What follows belongs to an exercise in optimizing a design on an open flow for a short achievable clock period and few clock cycles; a production flow would make more cautious choices. In this exercise RTL edits were held to simulation tests only and were not proved equivalent to the original. Power and IR drop assume default switching activity.

==> design.v <==
package update_sched_pkg;
  typedef enum logic {
    OP_ADD = 1'b0,
    OP_DEL = 1'b1
  } op_e;
  typedef enum logic [1:0] {
    IDLE,
    STREAM,
    WAIT
  } state_e;
  localparam int unsigned POS_W    = 18;
  localparam int unsigned FEAT_LEN = 9;
  typedef struct packed {
    op_e              op;
    logic [POS_W-1:0] pos;
  } cmd_t;
  localparam int unsigned BEAT_W = $clog2(FEAT_LEN + 1);
endpackage
module sync_fifo #(
  parameter int unsigned WIDTH = 8,
  parameter int unsigned DEPTH = 4
) (
  input  logic                     clk,
  input  logic                     rst,
  input  logic                     push,
  input  logic [WIDTH-1:0]         din,
  input  logic                     pop,
  output logic [WIDTH-1:0]         dout,
  output logic                     full,
  output logic                     empty,
  output logic [$clog2(DEPTH):0]   count
);
  localparam int unsigned AW = $clog2(DEPTH);
  logic [WIDTH-1:0] mem [DEPTH];
  logic [AW-1:0]    wr_ptr;
  logic [AW-1:0]    rd_ptr;
  logic             do_push;
  logic             do_pop;
  assign full    = (count == (AW+1)'(DEPTH));
  assign empty   = (count == '0);
  assign do_push = push && !full;
  assign do_pop  = pop && !empty;
  assign dout    = mem[rd_ptr];
  always_ff @(posedge clk or posedge rst) begin
    if (rst) begin
      wr_ptr <= '0;
      rd_ptr <= '0;
      count  <= '0;
    end else begin
      if (do_push) wr_ptr <= wr_ptr + 1'b1;
      if (do_pop)  rd_ptr <= rd_ptr + 1'b1;
      case ({do_push, do_pop})
        2'b10:   count <= count + 1'b1;
        2'b01:   count <= count - 1'b1;
        default: ;
      endcase
    end
  end
  always_ff @(posedge clk) begin
    if (do_push) mem[wr_ptr] <= din;
  end
endmodule
module update_scheduler #(
  parameter int unsigned DATA_BUS_WIDTH    = 64,
  parameter int unsigned ENCODE_ADDR_WIDTH = 18,
  parameter int unsigned FEATURE_LENTH     = 9,
  parameter int unsigned CMD_DEPTH         = 4,
  parameter int unsigned FEAT_DEPTH        = 32
) (
  input  logic                          clk,
  input  logic                          rst,
  input  logic                          cmd_valid,
  output logic                          cmd_ready,
  input  logic                          cmd_op,
  input  logic [ENCODE_ADDR_WIDTH-1:0]  cmd_pos,
  input  logic                          feat_valid,
  output logic                          feat_ready,
  input  logic [DATA_BUS_WIDTH-1:0]     feat_data,
  output logic                          add_anchor,
  output logic                          del_anchor,
  output logic [ENCODE_ADDR_WIDTH-1:0]  pos_encode,
  output logic [DATA_BUS_WIDTH-1:0]     feature_in,
  input  logic                          add_done,
  input  logic                          del_done,
  output logic                          busy,
  output logic                          cmp_valid,
  output logic                          cmp_op,
  output logic [$clog2(CMD_DEPTH):0]    cmd_level
);
  localparam int unsigned AW  = ENCODE_ADDR_WIDTH;
  localparam int unsigned DW  = DATA_BUS_WIDTH;
  localparam int unsigned LW  = $clog2(CMD_DEPTH) + 1;
  localparam int unsigned RW  = $clog2(FEATURE_LENTH);
  logic           cmd_acc, feat_acc;
  logic           cs_v, cs_op;
  logic [AW-1:0]  cs_pos;
  logic           ws_v;
  logic [DW-1:0]  ws_d;
  logic [LW-1:0]  lvl_q, lvl_d;
  logic           crdy_q;
  logic [FEAT_DEPTH-1:0] cth_q, cth_d;    
  logic           frdy_q;
  assign cmd_acc  = cmd_valid && crdy_q;
  assign feat_acc = feat_valid && frdy_q;
  always_ff @(posedge clk or posedge rst) begin
    if (rst) begin
      cs_v <= 1'b0;
      ws_v <= 1'b0;
    end else begin
      cs_v <= cmd_acc;
      ws_v <= feat_acc;
    end
  end
  always_ff @(posedge clk) begin
    cs_op  <= cmd_op;
    cs_pos <= cmd_pos;
    ws_d   <= feat_data;
  end
  logic           iss_q, iss_add_q, iss_del_q;
  logic           add_q, del_q;
  logic           busy_q, cmp_q, cmpop_q;
  logic           op_q, dseen_q;
  logic [AW-1:0]  pos_q;
  logic [DW-1:0]  feat_q;
  logic [RW-1:0]  rem_q, rem_d;
  logic           wpop_q;
  logic           timeout;
  logic [CMD_DEPTH-1:0] cq_v, cq_v_sh, cq_v_d;
  logic                 cq_op  [CMD_DEPTH];
  logic [AW-1:0]        cq_pos [CMD_DEPTH];
  logic                 cq_op_d  [CMD_DEPTH];
  logic [AW-1:0]        cq_pos_d [CMD_DEPTH];
  always_comb begin
    cq_v_sh = iss_q ? (cq_v >> 1) : cq_v;
    cq_v_d  = cs_v ? ((cq_v_sh << 1) | CMD_DEPTH'(1)) : cq_v_sh;
    for (int i = 0; i < CMD_DEPTH; i++) begin
      if (iss_q && i + 1 < CMD_DEPTH && cq_v[(i + 1) % CMD_DEPTH]) begin
        cq_op_d[i]  = cq_op[(i + 1) % CMD_DEPTH];
        cq_pos_d[i] = cq_pos[(i + 1) % CMD_DEPTH];
      end else if (!iss_q && cq_v[i]) begin
        cq_op_d[i]  = cq_op[i];
        cq_pos_d[i] = cq_pos[i];
      end else begin
        cq_op_d[i]  = cs_op;
        cq_pos_d[i] = cs_pos;
      end
    end
  end
  always_ff @(posedge clk or posedge rst) begin
    if (rst) cq_v <= '0;
    else     cq_v <= cq_v_d;
  end
  always_ff @(posedge clk) begin
    for (int i = 0; i < CMD_DEPTH; i++) begin
      cq_op[i]  <= cq_op_d[i];
      cq_pos[i] <= cq_pos_d[i];
    end
  end
  logic [FEAT_DEPTH-1:0] wq_v, wq_v_sh;
  logic [DW-1:0]         wq [FEAT_DEPTH];
  assign wq_v_sh = wpop_q ? (wq_v >> 1) : wq_v;
  always_ff @(posedge clk or posedge rst) begin
    if (rst) wq_v <= '0;
    else     wq_v <= ws_v ? ((wq_v_sh << 1) | FEAT_DEPTH'(1)) : wq_v_sh;
  end
  always_ff @(posedge clk) begin
    for (int i = 0; i < FEAT_DEPTH; i++) begin
      if (wpop_q) begin
        if (i + 1 < FEAT_DEPTH && wq_v[(i + 1) % FEAT_DEPTH]) wq[i] <= wq[(i + 1) % FEAT_DEPTH];
        else                                                  wq[i] <= ws_d;
      end else begin
        if (!wq_v[i]) wq[i] <= ws_d;
      end
    end
  end
  always_comb begin
    lvl_d = lvl_q + LW'(cmd_acc) - LW'(iss_q);
    if (feat_acc && !wpop_q)      cth_d = {cth_q[FEAT_DEPTH-2:0], 1'b1};
    else if (!feat_acc && wpop_q) cth_d = {1'b0, cth_q[FEAT_DEPTH-1:1]};
    else                          cth_d = cth_q;
  end
  always_ff @(posedge clk or posedge rst) begin
    if (rst) begin
      lvl_q  <= '0;
      crdy_q <= 1'b1;
      cth_q  <= '0;
      frdy_q <= 1'b1;
    end else begin
      lvl_q  <= lvl_d;
      crdy_q <= (lvl_d < LW'(CMD_DEPTH));
      cth_q  <= cth_d;
      frdy_q <= !cth_d[FEAT_DEPTH-1];
    end
  end
  logic done_match, dn, cmp_d, busy_d, free_d, iss_d, head_del_d, words_ok_d;
  assign done_match = busy_q && !cmp_q && (op_q ? del_done : add_done);
  assign dn         = dseen_q || done_match;
  assign cmp_d      = (busy_q && !cmp_q && dn && (rem_q <= RW'(1))) || timeout;
  assign busy_d     = iss_q || (busy_q && !cmp_q);
  assign free_d     = !busy_d || cmp_d;
  assign head_del_d = cq_op_d[0];
  assign words_ok_d = cth_d[FEATURE_LENTH-1];
  assign iss_d      = free_d && cq_v_d[0] && (head_del_d || words_ok_d);
  assign rem_d      = iss_add_q ? RW'(FEATURE_LENTH - 1) :
                      (rem_q != '0) ? rem_q - 1'b1 : '0;
  always_ff @(posedge clk or posedge rst) begin
    if (rst) begin
      iss_q     <= 1'b0;
      iss_add_q <= 1'b0;
      iss_del_q <= 1'b0;
      add_q     <= 1'b0;
      del_q     <= 1'b0;
      busy_q    <= 1'b0;
      cmp_q     <= 1'b0;
      cmpop_q   <= 1'b0;
      op_q      <= 1'b0;
      dseen_q   <= 1'b0;
      pos_q     <= '0;
      feat_q    <= '0;
      rem_q     <= '0;
      wpop_q    <= 1'b0;
    end else begin
      iss_q     <= iss_d;
      iss_add_q <= iss_d && !head_del_d;
      iss_del_q <= iss_d && head_del_d;
      add_q     <= iss_add_q;
      del_q     <= iss_del_q;
      busy_q    <= busy_d;
      cmp_q     <= cmp_d;
      cmpop_q   <= cmp_d && op_q;
      if (iss_q) begin
        op_q  <= cq_op[0];
        pos_q <= cq_pos[0];
      end
      dseen_q   <= iss_q ? 1'b0 : dn;
      feat_q    <= wpop_q ? wq[0] : '0;
      rem_q     <= rem_d;
      wpop_q    <= (iss_d && !head_del_d) || (rem_d != '0);
    end
  end
  assign timeout = 1'b0;
  assign cmd_ready  = crdy_q;
  assign feat_ready = frdy_q;
  assign cmd_level  = lvl_q;
  assign add_anchor = add_q;
  assign del_anchor = del_q;
  assign pos_encode = pos_q;
  assign feature_in = feat_q;
  assign busy       = busy_q;
  assign cmp_valid  = cmp_q;
  assign cmp_op     = cmpop_q;
endmodule
==> run.sh <==
#!/bin/bash
# synth_recipe.tcl (not shown) runs the flow's synth.tcl, then flattens the netlist and writes it again
# the make line also repeats each setting of config.mk as NAME=value (left out here)
make -C /OpenROAD-flow-scripts/flow DESIGN_CONFIG=/design/flow/config.mk WORK_HOME=/design/flow/orfs CLKGATE_MAP_FILE= SYNTH_SCRIPT=/design/flow/synth_recipe.tcl finish
==> config.mk <==
export PLATFORM = sky130hd
export DESIGN_NAME = update_scheduler
export DESIGN_NICKNAME = update_scheduler
export VERILOG_FILES = /design/flow/design.v
export SDC_FILE = /design/flow/constraint.sdc
export NUM_CORES = 4
export LEC_CHECK = 0
export CAP_MARGIN = 20
export CORE_MARGIN = 2
export CORE_UTILIZATION = 55
export SETUP_SLACK_MARGIN = 2.0
export SLEW_MARGIN = 20
==> constraint.sdc <==
create_clock -name core_clock -period 4.2 [get_ports {clk}]
set_input_delay 0.8400 -clock core_clock [delete_from_list [all_inputs] [get_ports {clk}]]
set_output_delay 0.8400 -clock core_clock [all_outputs]
set_load 0.01 [all_outputs]
==> results.sh <==
export IMPL_status="timing/DRC/antenna clean"
export IMPL_utilization_pct=61.3
export IMPL_die_h_um=426
export IMPL_cts_htree_levels=4
export IMPL_slew_viol_final=0
export IMPL_num_vias=57700
export IMPL_tns_ns=0
export IMPL_yosysTopAreaCellShare_pct=42.3
export IMPL_area_growth_pct=10.6
export IMPL_powerDensity_nw_per_um2=678
export IMPL_track_usage_pct=23.9
export IMPL_crit_path_cell_trace="buf_6"
export IMPL_post_dp_cell_area_sq_um=99700
export IMPL_die_area_sq_um=181000
export IMPL_ys_flop_type="dfxtp_1"
export IMPL_min_period_over_period_pct=55.9
export IMPL_finClkSkew_ns=0.0268
export IMPL_critPathMaxFanout=2
export IMPL_hold_buffers=0
export IMPL_maxCapViolCount=0
export IMPL_multi_input_area_sq_um=43600
export IMPL_synthCells=7891
export IMPL_ant_nets=0
export IMPL_routabilityCongestion=0.726
export IMPL_clk_insertion_delay_late_ns=0.86
export IMPL_numPortBuffers=180
export IMPL_drc_errors=0
export IMPL_hold_violations=0
export IMPL_synth_top_cell_by_area="dfxtp_1"
export IMPL_layout_setup_ws_ns=1.85
export IMPL_first_pass_iters=5
export IMPL_layout_common_cells="3,537 x mux2i_1, 2,022 x dfxtp_1, 269 x mux2_2, 245 x clkbuf_16, 161 x a21oi_1"
export IMPL_vdd_ir_drop_max_v=0.000558
export IMPL_viasPerCell=5.61
export IMPL_initial_core_util_pct=55.4
export IMPL_cpLargestDelayFamily="flip-flops"
export IMPL_hold_path_class="register to register"
export IMPL_pin_count=181
export IMPL_end_kind="primary output"
export IMPL_synth_area_top_cells="dfxtp_1 42%, mux2i_1 36%, dfrtp_1 4.3%"
export IMPL_cellLeakagePower_nw=41.0
export IMPL_synth_area_sq_um=97800
export IMPL_yosys_warnings=6
export IMPL_final_common_cell="mux2i_1"
export IMPL_crit_path_max_incr_delay_ns=0.56
export IMPL_fin_area_sq_um=108000
export IMPL_core_area_sq_um=176000
export IMPL_cts_made_buffers=240
export IMPL_drtIter0Drc=3193
export IMPL_ys_seq_elements=2379
export IMPL_cts_tree="yes"
export IMPL_postSynthAreaPerCell_sq_um=12.4
export IMPL_place_worst_setup_slack_ns=1.07
export IMPL_synth_edf_count=139
export IMPL_worstMarginPinSlew_ns=1.19
export IMPL_routed_wl_mm=221
export IMPL_crit_required_ns=3.36
export IMPL_critPathBufInv=1
export IMPL_die_x_um=426
export IMPL_cts_clk_slew_worst_paths_ns=0.06
export IMPL_clockBufferDepth=3
export IMPL_min_period_ns=2.35
export IMPL_grt_first_pass_wirelength_mm=341
export IMPL_dpl_hpwl_mm=118
export IMPL_async_flop_share_pct=7.23
export IMPL_root_buffer="clkbuf_16"
export IMPL_regArea_sq_um=50100
export IMPL_rows=154
export IMPL_critPathSlowestCell="dfstp_2"
export IMPL_clkSinkCount=2379
export IMPL_fin_nets=7816
export IMPL_grt_pass1_vias=58700
export IMPL_setup_violations_final=0
export IMPL_overflow=0
export IMPL_slew_limit_headroom_pct=20.8
export IMPL_path_class="register to primary output"
export IMPL_fillCellCount=14300
export IMPL_rsz0062_at_grt="yes"
export IMPL_synth_net_count=7985
export IMPL_antenna_found_initial=5
export IMPL_arrival_ns=1.51
export IMPL_drive_above_1_share_pct=12.5
export IMPL_grt_max_degree=154
export IMPL_yosysSeqAreaShare_pct=51.0
export IMPL_routedWlPerCell_um=21.5
export IMPL_startpoint_type="register"
export IMPL_fmax_ghz=0.426
export IMPL_ys_types=44
[flip-flops by register name, indices dropped and copies added, names as in the netlist, 18 cells and up]
| signal | cells |
|---|---|
| wq | 2048 |
| cq_pos | 72 |
| feat_q | 64 |
| ws_d | 64 |
| cth_q | 32 |
| wq_v | 32 |
| cs_pos | 18 |
| pos_q | 18 |
[layout make-up]
cell class	instances	share of cell area [%]
sequential	2379	46.3
multi-input combinational	4754	40.3
clock buffer	364	6.56
timing repair buffer	334	3.35
tap	2340	2.71
clock inverter	86	0.740
inverter	13	0.0555
antenna	2	0.00463
[logic make-up (layout without fill, tap and decap cells)]
kind of cell / after synthesis / in the layout / synth area share [%]
AOI/OAI and AO/OA: 388 / 388 / 2.35
buffers and inverters: 758 / 797 / 4.49
adders and majority gates: 5 / 5 / 0.0716
xor gates and xnor gates: 4 / 4 / 0.0358
DFF: 2379 / 2379 / 51.0
other: 0 / 2 / 0
and+or+nand+nor: 551 / 551 / 2.80
muxes: 3806 / 3806 / 39.3
[stage by stage]
stage	total power [mW]	instances	hold WS [ns]
2_1_floorplan	46.7	7891	0.331
3_3_place_gp	51.6	9783	0.340
3_5_place_dp	52.4	9783	0.342
4_1_cts	74.0	10300	0.340
5_1_grt	77.3	10300	0.365
6_report	73.4	10300	0.356
[cell usage after synthesis, drive strengths merged (2+ instances only)]
cell and instances:
dfrtp 170, nand3b 3, mux2 269, edfxtp 139
inv 13, and2b 9, o31ai 2, dfstp 2
mux2i 3537, a21oi 161, nor2 73, dfxtp 2068
nand2 165, nand3 85, a211oi 64, nor2b 85
clkbuf 241, xnor2 3, buf 504, and2 93
o31a 27, ha 4, o21ai 100, nand2b 6
a22oi 27, nor3 29, o211ai 2
[repair_timing]
| action | in CTS | in global routing |
|---|---|---|
| setup buffers | 15 | 11 |
| resized for setup | 404 | 20 |
| endpoints found under the hold margin | 0 | 0 |
| setup endpoints to repair | 1386 | 368 |
| cloned | 8 | 3 |
[final timing paths]
| kind | start | to | slack [ns] | cells after the start |
|---|---|---|---|---|
| hold / removal | iss_del_q | del_q | 0.36 | 0 |
| setup reg to reg | wpop_q | wq[9][35] | 2.03 | 3 |
| min in group asynchronous | rst | feat_q[39] | 0.46 | 2 |
| setup / recovery | frdy_q | feat_ready | 1.85 | 1 |
| hold reg to reg | iss_del_q | del_q | 0.36 | 0 |
| max in group asynchronous | rst | feat_q[28] | 2.82 | 4 |
[metal layers]
layer  wire length [um]  track usage (%)  up-vias
met2             102000             39.6      710
met4               5580             6.61        2
met1             106000             32.7    28800
li1                   -                -    27800
met3               7510             3.53      313
met5                 13                0        -
[report_power, final]
part	leakage (nW)	switching [mW]	internal, mW	total (mW)
clock network	3.93	8.85	12.3	21.2
logic	16.1	9.35	8.44	17.8
registers	21.0	4.25	30.2	34.4
Testbench counts, summed over its fixed seeds: cycles 18,108.

[afterwards: timing with drivers on the ports]
The results above use ideal ports. As a check the final layout listed here was re-extracted and re-timed, cells and wires unchanged.
Step 1 sets driving cells, clkbuf_16 on the clock port and buf_2 on the other inputs (assumed; they add their load-dependent delay and slew).
Step 2, shift: input delay + t, output delay - t, t = (earliest + latest rising clock arrival at the registers) / 2. This alone moves slack from input paths to output paths.
a / b / c = ideal ports / drivers / drivers and shift; a / b = the first two.
t, ns: 0.935
setup slack, ns: 1.854 / 1.768 / 1.482
pins driven straight from the clock port: 1
After both steps setup and hold are still met in this run. For this run, drivers alone change the setup slack by -0.086 ns; drivers and shift together by -0.372 ns.
